Background: an optimization exercise with open tools, aiming at small area, a short achievable clock period and few clock cycles per item. Do not read the settings as production practice. At most, simulation tests tie the RTL to the original design; equivalence was not proved. For runs 1 and 2, only the layout was checked, not whether the RTL still works. Power figures rest on the tool's default switching activity, not on a simulated workload.

==> flow/design.v <==
package bsr_pkg;
  localparam logic [2:0] FUNC_CLEAR = 3'd0;
  localparam logic [2:0] FUNC_RECT  = 3'd1;
  localparam logic [2:0] FUNC_LINE  = 3'd2;
  localparam logic [2:0] FUNC_TRI   = 3'd3;
  localparam logic [2:0] FUNC_CIRC  = 3'd4;
  localparam logic [2:0] FUNC_READ  = 3'd5;
endpackage
module bsr_span (
  input  logic [2:0]        func,
  input  logic              valid,
  input  logic signed [7:0] pos_x,
  input  logic signed [7:0] pos_y,
  input  logic signed [7:0] end_x,
  input  logic signed [7:0] end_y,
  input  logic [6:0]        size_w,
  input  logic [6:0]        size_h,
  input  logic [6:0]        circ_d,
  input  logic [6:0]        circ_k,
  output logic [5:0]        a0_lo, a0_hp, a1_lo, a1_hp, e_lo, e_hp,
  output logic [6:0]        b_lo, b_hp, f0_lo, f0_hp, f1_lo, f1_hp,
  output logic [6:0]        d_hp
);
  function automatic logic [5:0] rlo(input logic signed [10:0] v);
    if (v < 0) rlo = 6'd0;
    else if (v > 11'sd32) rlo = 6'd32;
    else rlo = v[5:0];
  endfunction
  function automatic logic [5:0] rhp(input logic signed [10:0] v);
    if (v < 0) rhp = 6'd0;
    else if (v > 11'sd31) rhp = 6'd32;
    else rhp = 6'(v[4:0]) + 6'd1;
  endfunction
  function automatic logic [6:0] clo(input logic signed [10:0] v);
    if (v < 0) clo = 7'd0;
    else if (v > 11'sd64) clo = 7'd64;
    else clo = v[6:0];
  endfunction
  function automatic logic [6:0] chp(input logic signed [10:0] v);
    if (v < 0) chp = 7'd0;
    else if (v > 11'sd63) chp = 7'd64;
    else chp = 7'(v[5:0]) + 7'd1;
  endfunction
  logic signed [10:0] px, py, ex, ey, w, h, d, k, xr, yb;
  logic signed [10:0] ra0l, ra0h, ra1l, ra1h, rel, reh, cbl, cbh, cf0l, cf0h, cf1l, cf1h, dt;
  logic hit_a, hit_e;
  always_comb begin
    px = {{3{pos_x[7]}}, pos_x};
    py = {{3{pos_y[7]}}, pos_y};
    ex = {{3{end_x[7]}}, end_x};
    ey = {{3{end_y[7]}}, end_y};
    w  = {4'b0000, size_w};
    h  = {4'b0000, size_h};
    d  = {4'b0000, circ_d};
    k  = {4'b0000, circ_k};
    xr = px + w - 11'sd1;
    yb = py + h - 11'sd1;
    hit_a = 1'b0;
    hit_e = 1'b0;
    ra0l = py;      ra0h = py;
    ra1l = yb;      ra1h = yb;
    rel  = py;      reh  = yb;
    cbl  = px;      cbh  = xr;
    cf0l = px;      cf0h = px;
    cf1l = xr;      cf1h = xr;
    dt   = 11'sd94;
    case (func)
      bsr_pkg::FUNC_RECT: begin
        hit_a = (size_w != 7'd0) && (size_h != 7'd0);
        hit_e = hit_a;
      end
      bsr_pkg::FUNC_LINE: begin
        ra1l = 11'sd1;  ra1h = 11'sd0;
        cbh  = ex;
        reh  = ey;
        cf1l = 11'sd1;  cf1h = 11'sd0;
        hit_a = (ey == py);
        hit_e = (ey != py) && (ex == px);
      end
      bsr_pkg::FUNC_TRI: begin
        hit_a = 1'b1;
        ra0h = yb;
        ra1l = 11'sd1;  ra1h = 11'sd0;
        cbh  = 11'sd64;
        dt   = px - py + 11'sd31;
      end
      bsr_pkg::FUNC_CIRC: begin
        hit_a = 1'b1;
        hit_e = 1'b1;
        ra0l = py - d;  ra0h = py + d;
        ra1l = 11'sd1;  ra1h = 11'sd0;
        cbl  = px - k;  cbh  = px + k;
        rel  = py - k;  reh  = py + k;
        cf0l = px - d;  cf0h = px + d;
        cf1l = 11'sd1;  cf1h = 11'sd0;
      end
      default: ;
    endcase
    hit_a = hit_a && valid;
    hit_e = hit_e && valid;
    a0_lo = rlo(ra0l);  a0_hp = hit_a ? rhp(ra0h) : 6'd0;
    a1_lo = rlo(ra1l);  a1_hp = hit_a ? rhp(ra1h) : 6'd0;
    e_lo  = rlo(rel);   e_hp  = hit_e ? rhp(reh)  : 6'd0;
    b_lo  = clo(cbl);   b_hp  = chp(cbh);
    f0_lo = clo(cf0l);  f0_hp = chp(cf0h);
    f1_lo = clo(cf1l);  f1_hp = chp(cf1h);
    if (dt < 0) d_hp = 7'd0;
    else if (dt > 11'sd94) d_hp = 7'd95;
    else d_hp = 7'(dt[6:0]) + 7'd1;
  end
endmodule
module bsr_ram (
  input  logic        clk,
  input  logic        keep,
  input  logic        en,
  input  logic [5:0]  a0_lo, a0_hp, a1_lo, a1_hp, e_lo, e_hp,
  input  logic [6:0]  b_lo, b_hp, f0_lo, f0_hp, f1_lo, f1_hp,
  input  logic [6:0]  d_hp,
  input  logic [31:0] rsel,
  output logic [63:0] rdata
);
  logic [2047:0] pix;
  logic [31:0] av, ev;
  logic [63:0] bv, fv;
  logic [94:0] dv;
  always_comb begin
    for (int r = 0; r < 32; r++) begin
      av[r] = en && (((6'(r) >= a0_lo) && (6'(r) < a0_hp)) || ((6'(r) >= a1_lo) && (6'(r) < a1_hp)));
      ev[r] = en && (6'(r) >= e_lo) && (6'(r) < e_hp);
    end
    for (int c = 0; c < 64; c++) begin
      bv[c] = (7'(c) >= b_lo) && (7'(c) < b_hp);
      fv[c] = ((7'(c) >= f0_lo) && (7'(c) < f0_hp)) || ((7'(c) >= f1_lo) && (7'(c) < f1_hp));
    end
    for (int j = 0; j < 95; j++) begin
      dv[j] = 7'(j) < d_hp;
    end
  end
  always_ff @(posedge clk) begin
    for (int r = 0; r < 32; r++) begin
      for (int c = 0; c < 64; c++) begin
        pix[r*64 + c] <= (pix[r*64 + c] && keep) || (av[r] && bv[c] && dv[c - r + 31]) || (ev[r] && fv[c]);
      end
    end
  end
  always_comb begin
    rdata = '0;
    for (int r = 0; r < 32; r++) begin
      rdata = rdata | (pix[r*64 +: 64] & {64{rsel[r]}});
    end
  end
endmodule
module bitmap_shape_rasterizer #(
  parameter int CANVAS_ROWS = 32,
  parameter int CANVAS_COLS = 64
) (
  input  logic              clk,
  input  logic              rst,
  input  logic              cmd_valid,
  output logic              cmd_ready,
  input  logic [2:0]        cmd_func,
  input  logic signed [7:0] cmd_pos_x,
  input  logic signed [7:0] cmd_pos_y,
  input  logic signed [7:0] cmd_end_x,
  input  logic signed [7:0] cmd_end_y,
  input  logic [6:0]        cmd_size_w,
  input  logic [6:0]        cmd_size_h,
  input  logic [6:0]        cmd_radius,
  output logic              rsp_valid,
  input  logic              rsp_ready,
  output logic [4:0]        rsp_row_index,
  output logic [63:0]       rsp_row_bits
);
  logic              a_v, a_last, a_rd, a_clr, a_drw;
  logic [2:0]        a_func;
  logic signed [7:0] a_px, a_py, a_ex, a_ey;
  logic [6:0]        a_w, a_h, a_d, a_k;
  logic [6:0]        g_cur, g_k;
  logic [7:0]        g_err;
  logic              b_v, b_rd, b_clr, b_drw, b_one;
  logic [2:0]        b_func;
  logic signed [7:0] b_px, b_py, b_ex, b_ey;
  logic [6:0]        b_w, b_h, b_r;
  logic              stall;
  logic              acc;
  logic              in_nop, in_rd, in_clr, in_drw, in_circ, in_one;
  logic [5:0]  s1_a0_lo, s1_a0_hp, s1_a1_lo, s1_a1_hp, s1_e_lo, s1_e_hp;
  logic [6:0]  s1_b_lo, s1_b_hp, s1_f0_lo, s1_f0_hp, s1_f1_lo, s1_f1_hp, s1_d_hp;
  logic        s1_clr, s1_rd;
  logic [4:0]  s1_row;
  logic [31:0] s1_rsel;
  logic [5:0]  n_a0_lo, n_a0_hp, n_a1_lo, n_a1_hp, n_e_lo, n_e_hp;
  logic [6:0]  n_b_lo, n_b_hp, n_f0_lo, n_f0_hp, n_f1_lo, n_f1_hp, n_d_hp;
  logic        n_clr, n_rd;
  logic [4:0]  n_row;
  logic        rst_q;
  logic        o_v, k_v;
  logic [4:0]  o_idx, k_idx;
  logic [63:0] o_bits, k_bits;
  logic [63:0] rdata;
  logic        rd_now, o_free;
  assign stall     = k_v;
  assign cmd_ready = !b_v || (!stall && a_last);
  assign acc       = cmd_valid && cmd_ready;
  assign in_rd   = (cmd_func == bsr_pkg::FUNC_READ);
  assign in_nop  = (cmd_func[2:1] == 2'b11) || (in_rd && (cmd_pos_y[7] || (cmd_pos_y[6:5] != 2'b00)));
  assign in_clr  = (cmd_func == bsr_pkg::FUNC_CLEAR);
  assign in_circ = (cmd_func == bsr_pkg::FUNC_CIRC);
  assign in_drw  = !in_clr && !cmd_func[2] || in_circ;
  assign in_one  = !in_circ || (cmd_radius <= 7'd1);
  logic signed [9:0] ea1, eb1, ea2, eb2;
  logic signed [7:0] dk;
  logic [6:0]  nx_d, nx_cur, nx_k;
  logic [7:0]  nx_err;
  logic        nx_last, skip;
  always_comb begin
    ea1 = $signed({2'b00, g_err}) - $signed({2'b00, g_cur, 1'b1});
    eb1 = ea1 + $signed({2'b00, g_k, 1'b0}) - 10'sd1;
    ea2 = $signed({2'b00, g_err}) - $signed({1'b0, g_cur, 2'b00}) - 10'sd4;
    eb2 = ea2 + $signed({2'b00, g_k, 1'b0}) - 10'sd1;
    dk  = $signed({1'b0, g_k}) - $signed({1'b0, g_cur});
    skip = !ea1[9] && (dk >= 8'sd1);
    if (skip) begin
      nx_d   = g_cur + 7'd1;
      nx_cur = g_cur + 7'd2;
      if (!ea2[9]) begin
        nx_k    = g_k;
        nx_err  = ea2[7:0];
        nx_last = (dk < 8'sd2);
      end else begin
        nx_k    = g_k - 7'd1;
        nx_err  = eb2[7:0];
        nx_last = eb2[9] || (dk < 8'sd3);
      end
    end else begin
      nx_d   = g_cur;
      nx_cur = g_cur + 7'd1;
      if (!ea1[9]) begin
        nx_k    = g_k;
        nx_err  = ea1[7:0];
        nx_last = (dk < 8'sd1);
      end else begin
        nx_k    = g_k - 7'd1;
        nx_err  = eb1[7:0];
        nx_last = eb1[9] || (dk < 8'sd2);
      end
    end
  end
  logic co, a_done, a_keep, b_keep, sel_b, drw_v;
  assign co     = a_v && a_last && b_v &&
                  (((a_rd || a_clr) && (b_one && b_drw || b_clr)) || (a_drw && b_clr));
  assign a_done = a_v && a_last;
  assign a_keep = a_v && !a_last;
  assign b_keep = b_v && !co;
  assign sel_b  = co && b_drw;
  assign drw_v  = sel_b || (a_v && a_drw && !co);
  logic              la_from_b, la_from_in, lb_from_in;
  logic [2:0]        l_func;
  logic signed [7:0] l_px, l_py, l_ex, l_ey;
  logic [6:0]        l_w, l_h, l_r;
  logic              l_rd, l_clr, l_drw, l_one;
  always_comb begin
    if (stall) begin
      la_from_b  = 1'b0;
      la_from_in = acc && !in_nop && !a_v;
      lb_from_in = acc && !in_nop && a_v;
    end else begin
      la_from_b  = !a_keep && b_keep;
      la_from_in = acc && !in_nop && !a_keep && !b_keep;
      lb_from_in = acc && !in_nop && (a_keep || b_keep);
    end
    if (la_from_b) begin
      l_func = b_func; l_px = b_px; l_py = b_py; l_ex = b_ex; l_ey = b_ey;
      l_w = b_w; l_h = b_h; l_r = b_r;
      l_rd = b_rd; l_clr = b_clr; l_drw = b_drw; l_one = b_one;
    end else begin
      l_func = cmd_func; l_px = cmd_pos_x; l_py = cmd_pos_y; l_ex = cmd_end_x; l_ey = cmd_end_y;
      l_w = cmd_size_w; l_h = cmd_size_h; l_r = cmd_radius;
      l_rd = in_rd; l_clr = in_clr; l_drw = in_drw; l_one = in_one;
    end
  end
  always_ff @(posedge clk) begin
    if (la_from_b || la_from_in) begin
      a_func <= l_func;
      a_px   <= l_px;
      a_py   <= l_py;
      a_ex   <= l_ex;
      a_ey   <= l_ey;
      a_w    <= l_w;
      a_h    <= l_h;
      a_rd   <= l_rd;
      a_clr  <= l_clr;
      a_drw  <= l_drw;
      a_d    <= 7'd0;
      a_k    <= l_r;
      a_last <= l_one;
      g_cur  <= 7'd1;
      g_k    <= l_r - 7'd1;
      g_err  <= {l_r, 1'b0} - 8'd2;
    end else if (a_keep && !stall) begin
      a_d    <= nx_d;
      a_k    <= g_k;
      a_last <= nx_last;
      g_cur  <= nx_cur;
      g_k    <= nx_k;
      g_err  <= nx_err;
    end
    if (lb_from_in) begin
      b_func <= cmd_func;
      b_px   <= cmd_pos_x;
      b_py   <= cmd_pos_y;
      b_ex   <= cmd_end_x;
      b_ey   <= cmd_end_y;
      b_w    <= cmd_size_w;
      b_h    <= cmd_size_h;
      b_r    <= cmd_radius;
      b_rd   <= in_rd;
      b_clr  <= in_clr;
      b_drw  <= in_drw;
      b_one  <= in_one;
    end
    if (rst) begin
      a_v <= 1'b0;
      b_v <= 1'b0;
    end else begin
      a_v <= la_from_b || la_from_in || (a_v && (stall || !a_last));
      b_v <= lb_from_in || (b_v && (stall || (a_keep && !co)));
    end
  end
  bsr_span u_span (
    .func   (sel_b ? b_func : a_func),
    .valid  (drw_v),
    .pos_x  (sel_b ? b_px : a_px),
    .pos_y  (sel_b ? b_py : a_py),
    .end_x  (sel_b ? b_ex : a_ex),
    .end_y  (sel_b ? b_ey : a_ey),
    .size_w (sel_b ? b_w : a_w),
    .size_h (sel_b ? b_h : a_h),
    .circ_d (sel_b ? 7'd0 : a_d),
    .circ_k (sel_b ? b_r : a_k),
    .a0_lo  (n_a0_lo), .a0_hp (n_a0_hp),
    .a1_lo  (n_a1_lo), .a1_hp (n_a1_hp),
    .e_lo   (n_e_lo),  .e_hp  (n_e_hp),
    .b_lo   (n_b_lo),  .b_hp  (n_b_hp),
    .f0_lo  (n_f0_lo), .f0_hp (n_f0_hp),
    .f1_lo  (n_f1_lo), .f1_hp (n_f1_hp),
    .d_hp   (n_d_hp)
  );
  assign n_clr = (a_v && a_clr) || (co && b_clr);
  assign n_rd  = a_v && a_rd;
  assign n_row = a_py[4:0];
  always_ff @(posedge clk) begin
    if (rst) begin
      s1_a0_hp <= 6'd0;
      s1_a1_hp <= 6'd0;
      s1_e_hp  <= 6'd0;
      s1_clr   <= 1'b0;
      s1_rd    <= 1'b0;
    end else if (!stall) begin
      s1_a0_hp <= n_a0_hp;
      s1_a1_hp <= n_a1_hp;
      s1_e_hp  <= n_e_hp;
      s1_clr   <= n_clr;
      s1_rd    <= n_rd;
    end
    if (!stall) begin
      s1_a0_lo <= n_a0_lo;
      s1_a1_lo <= n_a1_lo;
      s1_e_lo  <= n_e_lo;
      s1_b_lo  <= n_b_lo;
      s1_b_hp  <= n_b_hp;
      s1_f0_lo <= n_f0_lo;
      s1_f0_hp <= n_f0_hp;
      s1_f1_lo <= n_f1_lo;
      s1_f1_hp <= n_f1_hp;
      s1_d_hp  <= n_d_hp;
      s1_row   <= n_row;
      for (int r = 0; r < 32; r++) s1_rsel[r] <= (n_row == 5'(r));
    end
  end
  bsr_ram u_ram (
    .clk   (clk),
    .keep  (!(rst_q || (s1_clr && !stall))),
    .en    (!stall),
    .a0_lo (s1_a0_lo), .a0_hp (s1_a0_hp),
    .a1_lo (s1_a1_lo), .a1_hp (s1_a1_hp),
    .e_lo  (s1_e_lo),  .e_hp  (s1_e_hp),
    .b_lo  (s1_b_lo),  .b_hp  (s1_b_hp),
    .f0_lo (s1_f0_lo), .f0_hp (s1_f0_hp),
    .f1_lo (s1_f1_lo), .f1_hp (s1_f1_hp),
    .d_hp  (s1_d_hp),
    .rsel  (s1_rsel),
    .rdata (rdata)
  );
  assign rd_now = s1_rd && !stall;
  assign o_free = !o_v || rsp_ready;
  always_ff @(posedge clk) begin
    rst_q <= rst;
    if (rst) begin
      o_v <= 1'b0;
      k_v <= 1'b0;
    end else if (o_free) begin
      o_v <= k_v || rd_now;
      k_v <= 1'b0;
    end else if (rd_now) begin
      k_v <= 1'b1;
    end
    if (o_free) begin
      if (k_v) begin
        o_idx  <= k_idx;
        o_bits <= k_bits;
      end else begin
        o_idx  <= s1_row;
        o_bits <= rdata;
      end
    end
    if (!o_free && !k_v) begin
      k_idx  <= s1_row;
      k_bits <= rdata;
    end
  end
  assign rsp_valid     = o_v;
  assign rsp_row_index = o_idx;
  assign rsp_row_bits  = o_bits;
endmodule
==> flow/flow/run.sh <==
#!/bin/bash
# Own layout flow: the standard flow, with the canvas flip-flops placed
# on a regular grid after the floorplan (grid.tcl) and released again after
# global placement (unfix.tcl). Each step's output goes to its own log file.
set -euo pipefail
W=$(pwd)
RES=$W/orfs/results/$FLOW_PLATFORM/bitmap_shape_rasterizer/base
bash standard.sh floorplan > "$W/log_1_floorplan.txt" 2>&1
GRID_DB=$RES/2_floorplan.odb openroad -no_init -exit "$W/flow/grid.tcl" > "$W/log_2_grid.txt" 2>&1
bash standard.sh "$RES/3_3_place_gp.odb" > "$W/log_3_place_gp.txt" 2>&1
GRID_DB=$RES/3_3_place_gp.odb openroad -no_init -exit "$W/flow/unfix.tcl" > "$W/log_4_unfix.txt" 2>&1
bash standard.sh > "$W/log_5_finish.txt" 2>&1
==> flow/flow/grid.tcl <==
# Place the 2048 canvas flip-flops on a regular 32 x 64 grid (canvas row r,
# column c) in the top right of the core, fixed, so that global placement
# builds the per-pixel logic around them and row, column and diagonal nets
# run straight. Reads and rewrites the floorplan database given in GRID_DB.
read_db $::env(GRID_DB)
set block [ord::get_db_block]
set pitch_x 19
set pitch_y 4
set flop_w 16

set rows [lsort -command {apply {{a b} {expr {[lindex [$a getOrigin] 1] - [lindex [$b getOrigin] 1]}}}} [$block getRows]]
set nrows [llength $rows]
set row0 [lindex $rows 0]
set site_w [[$row0 getSite] getWidth]
set x_org [lindex [$row0 getOrigin] 0]
set nsites [$row0 getSiteCount]
puts "grid: $nrows rows of $nsites sites, site width $site_w"

# occupancy per row: list of used site flags
array set occ {}
for {set i 0} {$i < $nrows} {incr i} {
  set occ($i) [lrepeat $nsites 0]
}
set ry {}
foreach row $rows { lappend ry [lindex [$row getOrigin] 1] }
foreach inst [$block getInsts] {
  if {![$inst isPlaced]} { continue }
  set bb [$inst getBBox]
  set y [$bb yMin]
  set i [lsearch -exact $ry $y]
  if {$i < 0} { continue }
  set s0 [expr {([$bb xMin] - $x_org) / $site_w}]
  set s1 [expr {([$bb xMax] - $x_org + $site_w - 1) / $site_w}]
  for {set s $s0} {$s < $s1} {incr s} { lset occ($i) $s 1 }
}

set arr_w [expr {64 * $pitch_x}]
set s_start [expr {$nsites - $arr_w - 2}]
set top [expr {$nrows - 2}]

proc free_span {i s w} {
  upvar occ occ
  for {set k 0} {$k < $w} {incr k} {
    if {[lindex $occ($i) [expr {$s + $k}]]} { return 0 }
  }
  return 1
}

set placed 0
foreach inst [$block getInsts] {
  set n [$inst getName]
  if {![regexp {^u_ram\.pix\\?\[([0-9]+)\\?\]} $n -> idx]} { continue }
  set r [expr {$idx / 64}]
  set c [expr {$idx % 64}]
  set base [expr {$top - $pitch_y * ($r + 1) + 1}]
  set sx [expr {$s_start + $c * $pitch_x + 1}]
  set done 0
  foreach dr {1 2 0 3} {
    set i [expr {$base + $dr}]
    foreach dx {0 1 2 -1 3 -2 4 -3 5 -4 6 -5 7 -6 8 -7} {
      set s [expr {$sx + $dx}]
      if {$s < 0 || $s + $flop_w > $nsites} { continue }
      if {[free_span $i $s $flop_w]} {
        set row [lindex $rows $i]
        $inst setOrient [$row getOrient]
        $inst setLocation [expr {$x_org + $s * $site_w}] [lindex $ry $i]
        $inst setPlacementStatus FIRM
        for {set k 0} {$k < $flop_w} {incr k} { lset occ($i) [expr {$s + $k}] 1 }
        set done 1
        incr placed
        break
      }
    }
    if {$done} { break }
  }
  if {!$done} { puts "grid: no place for $n" }
}
puts "grid: placed $placed flops"
write_db $::env(GRID_DB)
==> flow/flow/unfix.tcl <==
# Release the canvas flip-flops placed by grid.tcl so that later steps may
# resize them and legalize around them.
read_db $::env(GRID_DB)
set n 0
foreach inst [[ord::get_db_block] getInsts] {
  if {[regexp {^u_ram\.pix} [$inst getName]]} {
    $inst setPlacementStatus PLACED
    incr n
  }
}
puts "unfix: released $n flops"
write_db $::env(GRID_DB)
==> flow/standard.sh <==
#!/bin/bash
# synth_recipe.tcl (not shown) runs the flow's synth.tcl, then flattens the netlist and writes it again
# the make line also repeats each setting of config.mk as NAME=value (left out here)
make -C /OpenROAD-flow-scripts/flow DESIGN_CONFIG=/design/flow/config.mk WORK_HOME=/design/flow/orfs CLKGATE_MAP_FILE= SYNTH_SCRIPT=/design/flow/synth_recipe.tcl "${@:-finish}"
==> flow/config.mk <==
export PLATFORM = sky130hd
export DESIGN_NAME = bitmap_shape_rasterizer
export DESIGN_NICKNAME = bitmap_shape_rasterizer
export VERILOG_FILES = /design/flow/design.v
export SDC_FILE = /design/flow/constraint.sdc
export NUM_CORES = 4
export LEC_CHECK = 0
export ABC_CLOCK_PERIOD_IN_PS = 4000
export CAP_MARGIN = 20
export CORE_AREA = 6 6 634 454
export DIE_AREA = 0 0 640 460
export PLACE_DENSITY = 0.55
export SETUP_SLACK_MARGIN = 5
export SLEW_MARGIN = 20
==> flow/constraint.sdc <==
create_clock -name core_clock -period 10.0 [get_ports {clk}]
set_input_delay 2.0000 -clock core_clock [delete_from_list [all_inputs] [get_ports {clk}]]
set_output_delay 2.0000 -clock core_clock [all_outputs]
set_load 0.01 [all_outputs]
==> impl_metrics.toml, run 1 <==
[synthesis]
synth_warnings = 3
ys.flop_type = "dfxtp_1"
synth_top_area_share_pct = 35.2
syn_inst = 12550
synth_edf_count = 377
syn_area_um2 = 119000
async_flop_share_pct = 0
muxShareOfSynthArea_pct = 1.60
netlist_top_cells_area = "dfxtp_1 35%, a221o_1 16%, edfxtp_1 9.5%"
syn_avg_cell_area_um2 = 9.47
synth_xor_area_share_pct = 1.18
synth_compound_area_share_pct = 29.7
synthSimpleGateAreaFrac_pct = 15.1
ys_seq_area_share_pct = 44.7
synth_top_family_by_area = "compound AO/OA/AOI/OAI gates"
yosysUniqueCellTypes = 109
synth_seq_cells = 2464
yosys.area_share.adder_pct = 1.87
synth_top_cell_by_area = "dfxtp_1"

[clock_network]
numClockSinks = 2464
htree_levels = 4
cts_buffers = 248
holdBufCountCts = 0
cts_buffer_depth = 4
root_buffer = "clkbuf_16"

[die]
std_cell_rows = 163
die_w_um = 640
io_pins = 131
dieHeight_um = 460
initial_core_util_pct = 42.7

[global_route]
grt_overflow_total = 148
grt_pass1_vias = 121237
grt_max_degree = 219
gr-usage-all-layers_pct = 56.1
grt_pass1_wl_um = 1160000

[place]
place.gp.congestion = 1.10
dp.cells = 15196
pre_cts_slack_ns = 3.52
io_buffers = 130
dp_hpwl_um = 529000

[status]
error = "[ERROR GRT-0116] Global routing finished with congestion. Check the congestion regions in the DRC Viewer."
haltStage = "global routing"
status = "stopped before the end"
-- kinds of logic after synthesis --
logic type	after synthesis
mux	172
fa+ha+maj	170
compound gates	4170
buf+inv	1825
simple gates	3591
flops	2464
xor+xnor	158
-- synthesized netlist by cell type, types with 27 or more instances --
cell	count
clkbuf_1	1458
o21ai_0	292
o211ai_1	65
nand3_1	215
and3_1	41
a22oi_1	877
nor2b_1	41
edfxtp_1	377
or4_1	73
o31ai_1	27
inv_1	191
a22o_1	144
mux2i_1	44
nor3b_1	29
and2_1	47
dfxtp_1	2087
a221oi_1	147
a211oi_1	36
nor4_1	27
a21oi_1	228
a221o_1	1954
o21ai_1	47
mux2_2	123
or3_1	43
a21o_1	58
ha_1	149
nor2_1	404
xnor2_1	96
nand2b_1	62
a31oi_1	29
or2_2	45
xor2_1	60
nor3_1	1968
o22ai_1	54
nand2_1	404
buf_1	151
nand4_1	152
-- through the flow --
stage	area (µm²)	hold WS [ns]	power (mW)
after floorplan	119000	0.422	17.2
after global placement	123000	0.435	21.6
after detailed placement	123000	0.435	21.6
after CTS	132000	0.443	31.1
-- worst min path at each step --
| stage | endpoint | slack, ns | depth (start not counted) |
|---|---|---|---|
| floorplan | k_idx[0] | 0.42 | 0 |
| global placement | k_idx[4] | 0.44 | 0 |
| detailed placement | k_idx[4] | 0.44 | 0 |
| CTS | k_idx[4] | 0.44 | 0 |
-- metal layers --
| metal | GRT overflow | track usage (%) |
|---|---|---|
| met4 | 79 | 45.6 |
| met2 | 69 | 68.0 |
| met1 | 0 | 62.3 |
| met5 | 0 | 13.0 |
| met3 | 0 | 43.2 |
-- power by group through the flow --
stage,Sequential (mW),Clock [mW],Combinational (mW)
after CTS,11.4,9.69,10.0
after floorplan,11.1,0,6.09
after global placement,11.6,0,10.0
after detailed placement,11.6,0,9.96
-- what timing repair did --
action,in CTS
buffers inserted,13
resized for setup,36
pin swaps,4
setup endpoints to repair,81
cloned,1
==> run 2, diff against run 1 <==
--- a/flow/design.v
+++ b/flow/design.v
@@ -143,11 +143,18 @@
       end
     end
   end
+  logic [63:0] t0 [32];
+  logic [63:0] t1 [16];
+  logic [63:0] t2 [8];
+  logic [63:0] t3 [4];
+  logic [63:0] t4 [2];
   always_comb begin
-    rdata = '0;
-    for (int r = 0; r < 32; r++) begin
-      rdata = rdata | (pix[r*64 +: 64] & {64{rsel[r]}});
-    end
+    for (int r = 0; r < 32; r++) t0[r] = pix[r*64 +: 64] & {64{rsel[r]}};
+    for (int i = 0; i < 16; i++) t1[i] = t0[2*i] | t0[2*i+1];
+    for (int i = 0; i < 8; i++)  t2[i] = t1[2*i] | t1[2*i+1];
+    for (int i = 0; i < 4; i++)  t3[i] = t2[2*i] | t2[2*i+1];
+    for (int i = 0; i < 2; i++)  t4[i] = t3[2*i] | t3[2*i+1];
+    rdata = t4[0] | t4[1];
   end
 endmodule
 module bitmap_shape_rasterizer #(
==> flow/flow/run.sh (replaced) <==
#!/bin/bash
# Own layout flow: the standard flow, with the canvas flip-flops placed
# on a regular grid after the floorplan (grid.tcl) and released again after
# global placement (unfix.tcl). The buffers Yosys/ABC insert are removed at
# the floorplan (REMOVE_ABC_BUFFERS) so that placement-aware buffering
# replaces them. Each step's output goes to its own log file.
set -euo pipefail
W=$(pwd)
RES=$W/orfs/results/$FLOW_PLATFORM/bitmap_shape_rasterizer/base
bash standard.sh REMOVE_ABC_BUFFERS=1 floorplan > "$W/log_1_floorplan.txt" 2>&1
GRID_DB=$RES/2_floorplan.odb openroad -no_init -exit "$W/flow/grid.tcl" > "$W/log_2_grid.txt" 2>&1
bash standard.sh REMOVE_ABC_BUFFERS=1 "$RES/3_3_place_gp.odb" > "$W/log_3_place_gp.txt" 2>&1
GRID_DB=$RES/3_3_place_gp.odb openroad -no_init -exit "$W/flow/unfix.tcl" > "$W/log_4_unfix.txt" 2>&1
bash standard.sh REMOVE_ABC_BUFFERS=1 finish > "$W/log_5_finish.txt" 2>&1
==> impl_metrics.toml, run 2 <==
[synthesis]
syn_area_um2 = 119000
ys_seq_area_share_pct = 44.7
synth_edf_count = 377
async_flop_share_pct = 0
synth_seq_cells = 2464
synth_top_area_share_pct = 35.2
syn_avg_cell_area_um2 = 9.41
syn_inst = 12623
netlist_top_cells_area = "dfxtp_1 35%, a221o_1 15%, edfxtp_1 9.5%"
synth_warnings = 8
synth_commonest_cells = "2,087 x dfxtp_1, 1,938 x nor3_1, 1,821 x a221o_1"
synth.most_common_cell = "dfxtp_1"
synth_top_cell_by_area = "dfxtp_1"
yosysUniqueCellTypes = 107
ys.flop_type = "dfxtp_1"

[clock_network]
root_buffer = "clkbuf_16"
holdBufCountCts = 0
numClockSinks = 2464
cts_buffers = 268
cts_buffer_depth = 4
htree_levels = 5

[global_route]
grt_pass1_vias = 128421
grt_overflow_total = 506
grt_pass1_wl_um = 1290000
gr-usage-all-layers_pct = 62.0
grt_max_degree = 195

[die]
std_cell_rows = 163
dieHeight_um = 460
die_w_um = 640
io_pins = 131
initial_core_util_pct = 42.7

[place]
placed_area_um2 = 124000
dp.cells = 15283
pre_cts_slack_ns = 3.72
place.gp.congestion = 1.13
io_buffers = 130
dp_hpwl_um = 550000

[status]
haltStage = "global routing"
error = "[ERROR GRT-0116] Global routing finished with congestion. Check the congestion regions in the DRC Viewer."
status = "stopped before the end"
==> run 2: worst min path at each step <==
stage	endpoint	slack, ns
2_1_floorplan	k_idx[0]	0.42
3_3_place_gp	k_idx[3]	0.43
3_5_place_dp	k_idx[3]	0.43
4_1_cts	k_idx[3]	0.45
==> run 2: power by group through the flow <==
stage | Combinational, mW | Clock (mW) | Sequential (mW)
after floorplan | 5.36 | 0 | 11.1
after detailed placement | 10.2 | 0 | 11.5
after global placement | 10.3 | 0 | 11.5
after CTS | 10.3 | 10.2 | 11.3
==> run 2: logic make-up after synthesis <==
| family | count (synthesis) | share of synthesized area, % |
|---|---|---|
| adder cells (fa/ha/maj) | 167 | 1.85 |
| AND/OR/NAND/NOR | 3537 | 14.9 |
| buffers and inverters | 1815 | 5.79 |
| multiplexers | 166 | 1.56 |
| flip-flops | 2464 | 44.7 |
| XOR/XNOR | 157 | 1.20 |
| AO/OA/AOI/OAI | 4317 | 30.0 |
==> run 2: repair_timing <==
item	in CTS
pin swaps	3
buffers inserted	3
gates resized for setup	36
endpoints found under the setup margin	68
==> run 2: per-layer routing <==
layer / GRT overflow / GRT usage [%]
met1: 4 / 68.3
met2: 282 / 72.9
met3: 5 / 51.1
met4: 215 / 49.6
met5: 0 / 19.5
==> run 3, diff against run 2 <==
--- a/flow/design.v
+++ b/flow/design.v
@@ -143,19 +143,56 @@
       end
     end
   end
-  logic [63:0] t0 [32];
-  logic [63:0] t1 [16];
+  logic [63:0] t1n [16];
   logic [63:0] t2 [8];
-  logic [63:0] t3 [4];
+  logic [63:0] t3n [4];
   logic [63:0] t4 [2];
-  always_comb begin
-    for (int r = 0; r < 32; r++) t0[r] = pix[r*64 +: 64] & {64{rsel[r]}};
-    for (int i = 0; i < 16; i++) t1[i] = t0[2*i] | t0[2*i+1];
-    for (int i = 0; i < 8; i++)  t2[i] = t1[2*i] | t1[2*i+1];
-    for (int i = 0; i < 4; i++)  t3[i] = t2[2*i] | t2[2*i+1];
-    for (int i = 0; i < 2; i++)  t4[i] = t3[2*i] | t3[2*i+1];
-    rdata = t4[0] | t4[1];
+  logic [63:0] t5n;
+  for (genvar c = 0; c < 64; c++) begin : g_col
+    for (genvar i = 0; i < 16; i++) begin : g_l1
+      bsr_rd_leaf u_leaf (
+        .a  (pix[(2*i)*64 + c]),
+        .sa (rsel[2*i]),
+        .b  (pix[(2*i+1)*64 + c]),
+        .sb (rsel[2*i+1]),
+        .yn (t1n[i][c])
+      );
+    end
+    for (genvar i = 0; i < 8; i++) begin : g_l2
+      bsr_rd_nand u_n (.an (t1n[2*i][c]), .bn (t1n[2*i+1][c]), .y (t2[i][c]));
+    end
+    for (genvar i = 0; i < 4; i++) begin : g_l3
+      bsr_rd_nor u_n (.a (t2[2*i][c]), .b (t2[2*i+1][c]), .yn (t3n[i][c]));
+    end
+    for (genvar i = 0; i < 2; i++) begin : g_l4
+      bsr_rd_nand u_n (.an (t3n[2*i][c]), .bn (t3n[2*i+1][c]), .y (t4[i][c]));
+    end
+    bsr_rd_nor u_l5 (.a (t4[0][c]), .b (t4[1][c]), .yn (t5n[c]));
   end
+  assign rdata = ~t5n;
+endmodule
+module bsr_rd_leaf (
+  input  logic a,
+  input  logic sa,
+  input  logic b,
+  input  logic sb,
+  output logic yn
+);
+  assign yn = ~((a & sa) | (b & sb));
+endmodule
+module bsr_rd_nand (
+  input  logic an,
+  input  logic bn,
+  output logic y
+);
+  assign y = ~(an & bn);
+endmodule
+module bsr_rd_nor (
+  input  logic a,
+  input  logic b,
+  output logic yn
+);
+  assign yn = ~(a | b);
 endmodule
 module bitmap_shape_rasterizer #(
   parameter int CANVAS_ROWS = 32,
--- a/flow/config.mk
+++ b/flow/config.mk
@@ -12,3 +12,5 @@
 export PLACE_DENSITY = 0.55
 export SETUP_SLACK_MARGIN = 5
 export SLEW_MARGIN = 20
+export SYNTH_HIERARCHICAL = 1
+export SYNTH_MINIMUM_KEEP_SIZE = 0
==> impl_metrics.toml, run 3 <==
[sta]
finalMaxSlewViolations = 0
rsz0062_at_grt = "no"
skew_ns = 0.0569
fmax_ghz = 0.205
fin_crit_sh_pct = 48.9
setup-tns-final_ns = 0
finalSetupViolCount = 0
final_hold_viol_count = 0
slew_headroom_pct = 9.53
period_needed_ns = 4.89
worstMarginPinSlew_ns = 1.36

[min_path]
min_from = "a_d[2]"
hold_path_end = "a_d[2]"
holdCritPathClass = "register to register"
hold_depth = 2

[clock_network]
cts_buffers = 266
clkLatencyLatePin_ns = 0.90
htree_levels = 5
root_buffer = "clkbuf_16"
cts_buffer_depth = 4
cts_tree = "built"
path_clk_slew_ns = 0.06
numClockSinks = 2464

[cells_and_area]
top_regs = "u_ram.pix (2048), k_bits (64), o_bits (64)"
areaGrowthSynthToFinish_pct = 11.6
postLayoutCoreUtil_pct = 50.9
nets = 12767
largest-register = "u_ram.pix"
mostFrequentLayoutCells = "2,082 x dfxtp_1, 1,441 x nor3_1, 1,394 x a221o_1"
layout_commonest_cell = "dfxtp_1"
largest_reg_flops = 2048
drive_gt1_share_pct = 20.0

[setup_path]
r2r-end = "u_ram.pix[37]"
cp_max_fo = 141
critPathCaptureType = "register"
path_class = "register to register"
r2r_cells = 8
reg2reg_slack_ns = 5.11
critical_path.startpoint_type = "register"
r2r_start = "k_v"
cp.arrival_ns = 5.67
crit_required_ns = 10.78

[synthesis]
synth_seq_cells = 2464
synth_commonest_cells = "2,087 x dfxtp_1, 1,450 x nor3_1, 1,400 x a221o_1"
synth_edf_count = 377
netlist_top_cells_area = "dfxtp_1 33%, a221o_1 11%, a22oi_2 10%"
ys.flop_type = "dfxtp_1"
yosysUniqueCellTypes = 134
async_flop_share_pct = 0
ys_seq_area_share_pct = 41.8
syn_inst = 13074
syn_avg_cell_area_um2 = 9.71
synth_warnings = 13
syn_area_um2 = 127000
synth.most_common_cell = "dfxtp_1"
synth_top_area_share_pct = 32.9
synth_top_cell_by_area = "dfxtp_1"

[die]
dieHeight_um = 460
initial_core_util_pct = 45.6
io_pins = 131
coreArea_um2 = 278000
dieArea_um2 = 294000
std_cell_rows = 163
die_w_um = 640

[global_route]
grt_max_degree = 257
grt_overflow_total = 0
antenna_found_initial = 35
grt_pass1_vias = 113483
grt_pass1_wl_um = 831000
gr-usage-all-layers_pct = 37.6

[route]
avgRoutedWirePerCell_um = 35.5
drc = 0
routed_wl_um = 585000
antenna_left = 0
via_per_inst = 7.33
via_count = 120618
firstDrtPassIters = 6
drt_iter0_markers = 18071

[power_and_ir_drop]
combPwrFrac_pct = 44.0
swShare_pct = 46.6
vdd_ir_drop_max_mv = 0.330
p_clk_share_pct = 25.5
p_leak_nw = 50.9
seqPwrFrac_pct = 30.5
intPower_mw = 21.1
cellPowerDensity_nw_per_um2 = 280
p_switching_mw = 18.4

[status]
status = "complete, no violations"

[place]
place.gp.congestion = 0.981
dp_hpwl_um = 443000
io_buffers = 130

[run]
drv_cap = 0
run 3: cell types whose count changed after synthesis, moves of 131 or more:
cell and change:
a221o_1 -421, a32oi_1 +329, o31ai_1 +170, clkbuf_1 -593, o21ai_0 +131, a21oi_1 -135, nand2_1 +677, nor2_1 +241
nor3_1 -488, a22oi_1 -662, a22oi_2 +1024, buf_2 +388
run 3: cell type report:
type,count,area [µm²]
fill,25435,137000
multi-input combinational,8944,69100
sequential,2464,53100
clock buffer,381,7740
timing repair buffer,570,5030
tap,3712,4640
inverter,275,1070
clock inverter,82,800
antenna,31,77.6
run 3: logic make-up after synthesis:
family | count (synthesis) | synth area share [%]
AND/OR/NAND/NOR | 3736 | 14.0
adder cells (fa/ha/maj) | 186 | 1.92
XOR/XNOR | 113 | 0.780
AO/OA/AOI/OAI | 4689 | 34.0
flip-flops | 2464 | 41.8
multiplexers | 219 | 1.91
buffers and inverters | 1667 | 5.51
run 3: how the worst max path moves through the flow:
| stage | slack [ns] | end | cells past startpoint | from |
|---|---|---|---|---|
| 6_report | 5.11 | u_ram.pix[37] | 8 | k_v |
| 3_3_place_gp | 3.77 | s1_e_hp[3] | 19 | a_drw |
| 5_1_grt | 5.01 | s1_a0_hp[3] | 18 | b_drw |
| 2_1_floorplan | -75.62 | u_ram.pix[10] | 3 | k_v |
| 4_1_cts | 4.99 | s1_e_hp[3] | 20 | a_drw |
| 3_5_place_dp | 3.73 | s1_e_hp[3] | 19 | a_drw |
run 3: metrics by stage:
| stage | cells | total power [mW] | area (µm²) | hold slack [ns] | setup slack [ns] |
|---|---|---|---|---|---|
| final | 16459 | 39.6 | 142000 | 0.468 | 5.11 |
| after global routing | 16431 | 40.6 | 142000 | 0.508 | 5.01 |
| after CTS | 16400 | 38.8 | 141000 | 0.476 | 4.99 |
| after detailed placement | 15926 | 28.8 | 132000 | 0.456 | 3.73 |
| after global placement | 15921 | 28.7 | 132000 | 0.461 | 3.77 |
| after floorplan | 11682 | 20.9 | 121000 | 0.422 | -75.62 |
run 3: worst max-delay path: stages, from the launching register on:
cell     delay (ns)
dfxtp_4        0.77
inv_6          0.38
buf_4          0.44
a21oi_4        0.22
buf_12         0.50
buf_4          0.88
buf_4          0.77
a22oi_1        0.23
o41ai_2        0.11
run 3: modules after synthesis, one instance, submodules excluded:
module	cell area, µm²	cells
bitmap_shape_rasterizer	18100	1213
bsr_ram	85500	8857
bsr_rd_leaf	12.5	1
bsr_rd_nand	3.75	1
bsr_rd_nor	3.75	1
bsr_span	6870	1020
run 3: timing repair:
| action | 4_1_cts | 5_1_grt |
|---|---|---|
| cloned | 1 | 1 |
| resized for setup | 30 | 36 |
| setup endpoints to repair | 85 | 55 |
| hold buffers | 0 | 0 |
| pin swaps | 2 | 7 |
| setup buffers | 10 | 18 |
run 3: power by group through the flow:
stage,sequential [mW],combinational (mW),clock [mW]
global placement,12.3,16.4,0
global route,12.2,17.9,10.5
finish,12.1,17.4,10.1
CTS,12.0,16.6,10.1
detailed placement,12.3,16.5,0
floorplan,12.3,8.58,0
run 3: per-layer routing:
metal,track usage [%],vias to the layer above,part of all wire (%)
met1,51.5,60780,42
li1,-,50254,-
met3,11.0,1595,11
met4,19.1,28,6.0
met2,53.6,7961,41
met5,0,-,0.034
Testbench counts of run 3, summed over its fixed seeds: cycles 3,796, items 3,136.
==> run 4, diff against run 3 <==
--- a/flow/flow/grid.tcl
+++ b/flow/flow/grid.tcl
@@ -4,8 +4,8 @@
 # run straight. Reads and rewrites the floorplan database given in GRID_DB.
 read_db $::env(GRID_DB)
 set block [ord::get_db_block]
-set pitch_x 19
-set pitch_y 4
+set pitch_x 22
+set pitch_y 5
 set flop_w 16
 
 set rows [lsort -command {apply {{a b} {expr {[lindex [$a getOrigin] 1] - [lindex [$b getOrigin] 1]}}}} [$block getRows]]
--- a/flow/config.mk
+++ b/flow/config.mk
@@ -7,9 +7,9 @@
 export LEC_CHECK = 0
 export ABC_CLOCK_PERIOD_IN_PS = 4000
 export CAP_MARGIN = 20
-export CORE_AREA = 6 6 634 454
-export DIE_AREA = 0 0 640 460
-export PLACE_DENSITY = 0.55
+export CORE_AREA = 6 6 734 554
+export DIE_AREA = 0 0 740 560
+export PLACE_DENSITY = 0.45
 export SETUP_SLACK_MARGIN = 5
 export SLEW_MARGIN = 20
 export SYNTH_HIERARCHICAL = 1
==> impl_metrics.toml, run 4 <==
[status]
status = "complete, no violations"

[route]
avgRoutedWirePerCell_um = 34.8
firstDrtPassIters = 14
via_count = 118210
routed_wl_um = 631000
drt_iter0_markers = 15251
drc = 0
via_per_inst = 6.52
antenna_left = 0

[clock_network]
path_clk_slew_ns = 0.08
root_buffer = "clkbuf_16"
numClockSinks = 2464
cts_buffer_depth = 4
htree_levels = 5
holdBufCountCts = 0
cts_buffers = 279
clkLatencyLatePin_ns = 0.91
cts_tree = "built"

[sta]
slew_headroom_pct = 10.9
fmax_ghz = 0.204
finalMaxSlewViolations = 0
final_hold_viol_count = 0
setup-tns-final_ns = 0
skew_ns = 0.0764
rsz0062_at_grt = "yes"
timing.hold.ws_ns = 0.468
fin_crit_sh_pct = 48.9
period_needed_ns = 4.89
worstMarginPinSlew_ns = 1.34
finalSetupViolCount = 0

[power_and_ir_drop]
combPwrFrac_pct = 44.7
vdd_ir_drop_max_mv = 0.422
cellPowerDensity_nw_per_um2 = 281
swShare_pct = 47.4
p_leak_nw = 51.3
p_switching_mw = 19.2
intPower_mw = 21.3
p_clk_share_pct = 25.5
seqPwrFrac_pct = 29.8

[synthesis]
syn_area_um2 = 127000
synth_top_area_share_pct = 32.9
syn_inst = 13074
synth_warnings = 13
synth_commonest_cells = "2,087 x dfxtp_1, 1,450 x nor3_1, 1,400 x a221o_1"
synth_edf_count = 377
async_flop_share_pct = 0
ys.flop_type = "dfxtp_1"
synth.most_common_cell = "dfxtp_1"
synth_top_cell_by_area = "dfxtp_1"
ys_seq_area_share_pct = 41.8
yosysUniqueCellTypes = 134
synth_seq_cells = 2464
netlist_top_cells_area = "dfxtp_1 33%, a221o_1 11%, a22oi_2 10%"
syn_avg_cell_area_um2 = 9.71

[die]
die_w_um = 740
dieArea_um2 = 414000
coreArea_um2 = 396000
io_pins = 131
dieHeight_um = 560
std_cell_rows = 200
initial_core_util_pct = 32.1

[cells_and_area]
mostFrequentLayoutCells = "2,086 x dfxtp_1, 1,443 x nor3_1, 1,397 x a221o_1"
nets = 12870
nFillCells = 39531
top_regs = "u_ram.pix (2048), k_bits (64), o_bits (64)"
layout_commonest_cell = "dfxtp_1"
multi_input_area_um2 = 69100
seqCellArea_um2 = 53100
drive_gt1_share_pct = 20.5
areaGrowthSynthToFinish_pct = 13.6
largest_reg_flops = 2048
largest-register = "u_ram.pix"

[place]
place.gp.congestion = 0.977
dp_hpwl_um = 489000
io_buffers = 130

[setup_path]
critPathCaptureType = "register"
cp.arrival_ns = 5.60
cp_max_fo = 19
path_class = "register to register"
critical_path.startpoint_type = "register"
crit_required_ns = 10.71

[run]
drv_cap = 0

[global_route]
gr-usage-all-layers_pct = 28.6
antenna_found_initial = 42
grt_pass1_vias = 110903
grt_pass1_wl_um = 878000
grt_max_degree = 195
grt_overflow_total = 0

[min_path]
holdCritPathClass = "register to register"
## run 4: cell counts after synthesis
No cell type changed its count.
## run 4: worst paths after layout
path / startpoint / to / slack (ns) / cells after the start
max: b_clr / s1_f1_hp[4] / 5.11 / 13
min: s1_row[4] / k_idx[4] / 0.47 / 0
max reg2reg: b_clr / s1_f1_hp[4] / 5.11 / 13
min reg2reg: s1_row[4] / k_idx[4] / 0.47 / 0
## run 4: kinds of logic after synthesis
family / synth area share, %
AO/OA/AOI/OAI: 34.0
AND/OR/NAND/NOR: 14.0
flip-flops: 41.8
buffers and inverters: 5.51
multiplexers: 1.91
adder cells (fa/ha/maj): 1.92
XOR/XNOR: 0.780
## run 4: metrics by stage
stage	util, %	instance area [µm²]	setup slack (ns)	cells	power (mW)
finish	36.4	144000	5.11	18129	40.5
global route	36.4	144000	4.97	18095	41.6
CTS	36.3	144000	5.00	18072	40.0
detailed placement	34.0	135000	3.83	17561	29.6
global placement	34.0	135000	3.80	17558	29.7
floorplan	-	121000	-75.62	11682	20.9
## run 4: layer usage
layer | vias up | wire (µm) | track usage [%]
met5 | - | 148 | 0
met4 | 20 | 28000 | 10.8
met3 | 1206 | 65400 | 8.48
met2 | 6369 | 266000 | 42.2
met1 | 60067 | 271000 | 39.1
li1 | 50548 | - | -
## run 4: modules after synthesis, one instance, submodules excluded
| module | cells inside | times used |
|---|---|---|
| bsr_ram | 8857 | 1 |
| bsr_rd_leaf | 1 | 1024 |
| bsr_rd_nor | 1 | 320 |
| bitmap_shape_rasterizer | 1213 | 1 |
| bsr_rd_nand | 1 | 640 |
| bsr_span | 1020 | 1 |
## run 4: timing repair
action / 4_1_cts / 5_1_grt
gates resized for setup: 34 / 28
setup endpoints to repair: 72 / 44
gates cloned: 1 / 2
pin swaps: 5 / 5
setup buffers: 14 / 15
## run 4: area by class of cell
| cell class | instances | area share (%) |
|---|---|---|
| diodes | 38 | 0.0660 |
| clock buffers | 405 | 5.57 |
| clock inverters | 91 | 0.469 |
| inverters | 275 | 0.739 |
| multi-input cells | 8945 | 47.9 |
| flip-flops and latches | 2464 | 36.8 |
| well taps | 5252 | 4.56 |
| repair buffers | 659 | 3.81 |
## run 4: power groups by stage
stage               Clock [mW]  Combinational (mW)  Sequential [mW]
global route              10.9                18.6             12.2
detailed placement           0                17.4             12.3
floorplan                    0                8.58             12.3
CTS                       10.5                17.5             12.0
global placement             0                17.4             12.3
finish                    10.3                18.1             12.1
## run 4: worst max-delay path, cell delays in order, from the launching register on
cell	delay, ns
edfxtp_1	0.45
a211oi_4	0.11
nor2_4	0.28
nand3_4	0.27
buf_12	0.28
mux2_2	0.58
clkinvlp_4	0.37
ha_1	0.45
or4b_2	0.70
nor4bb_1	0.30
nor3_1	0.11
and2_1	0.23
or2_2	0.32
nor3_1	0.22

-- static timing again, ports no longer ideal --
No port has a modelled driver above. Below, the same layouts with a new extraction and two added sets of constraints. Step 1 sets driving cells, clkbuf_16 on the clock port and buf_2 on the other inputs (assumed; they add their load-dependent delay and slew). Step 2 also shifts input and output timing later by t, the mid clock arrival at the registers, as if the neighbouring blocks saw the same clock. Three values: ideal, step 1, step 2; two values: the first two.
run	t (ns)	setup slack, ns	hold WS [ns]	worst slew at a driven data input, ns
run 3	0.972	5.113 / 5.113 / 4.657	0.468 / 0.468 / 0.468	0.16
run 4	0.986	5.109 / 5.109 / 4.745	0.468 / 0.468 / 0.468	0.67
After both steps every run listed still meets setup and hold. For run 3, which loses most, drivers alone change the setup slack by 0.000 ns; drivers and shift together by -0.456 ns.
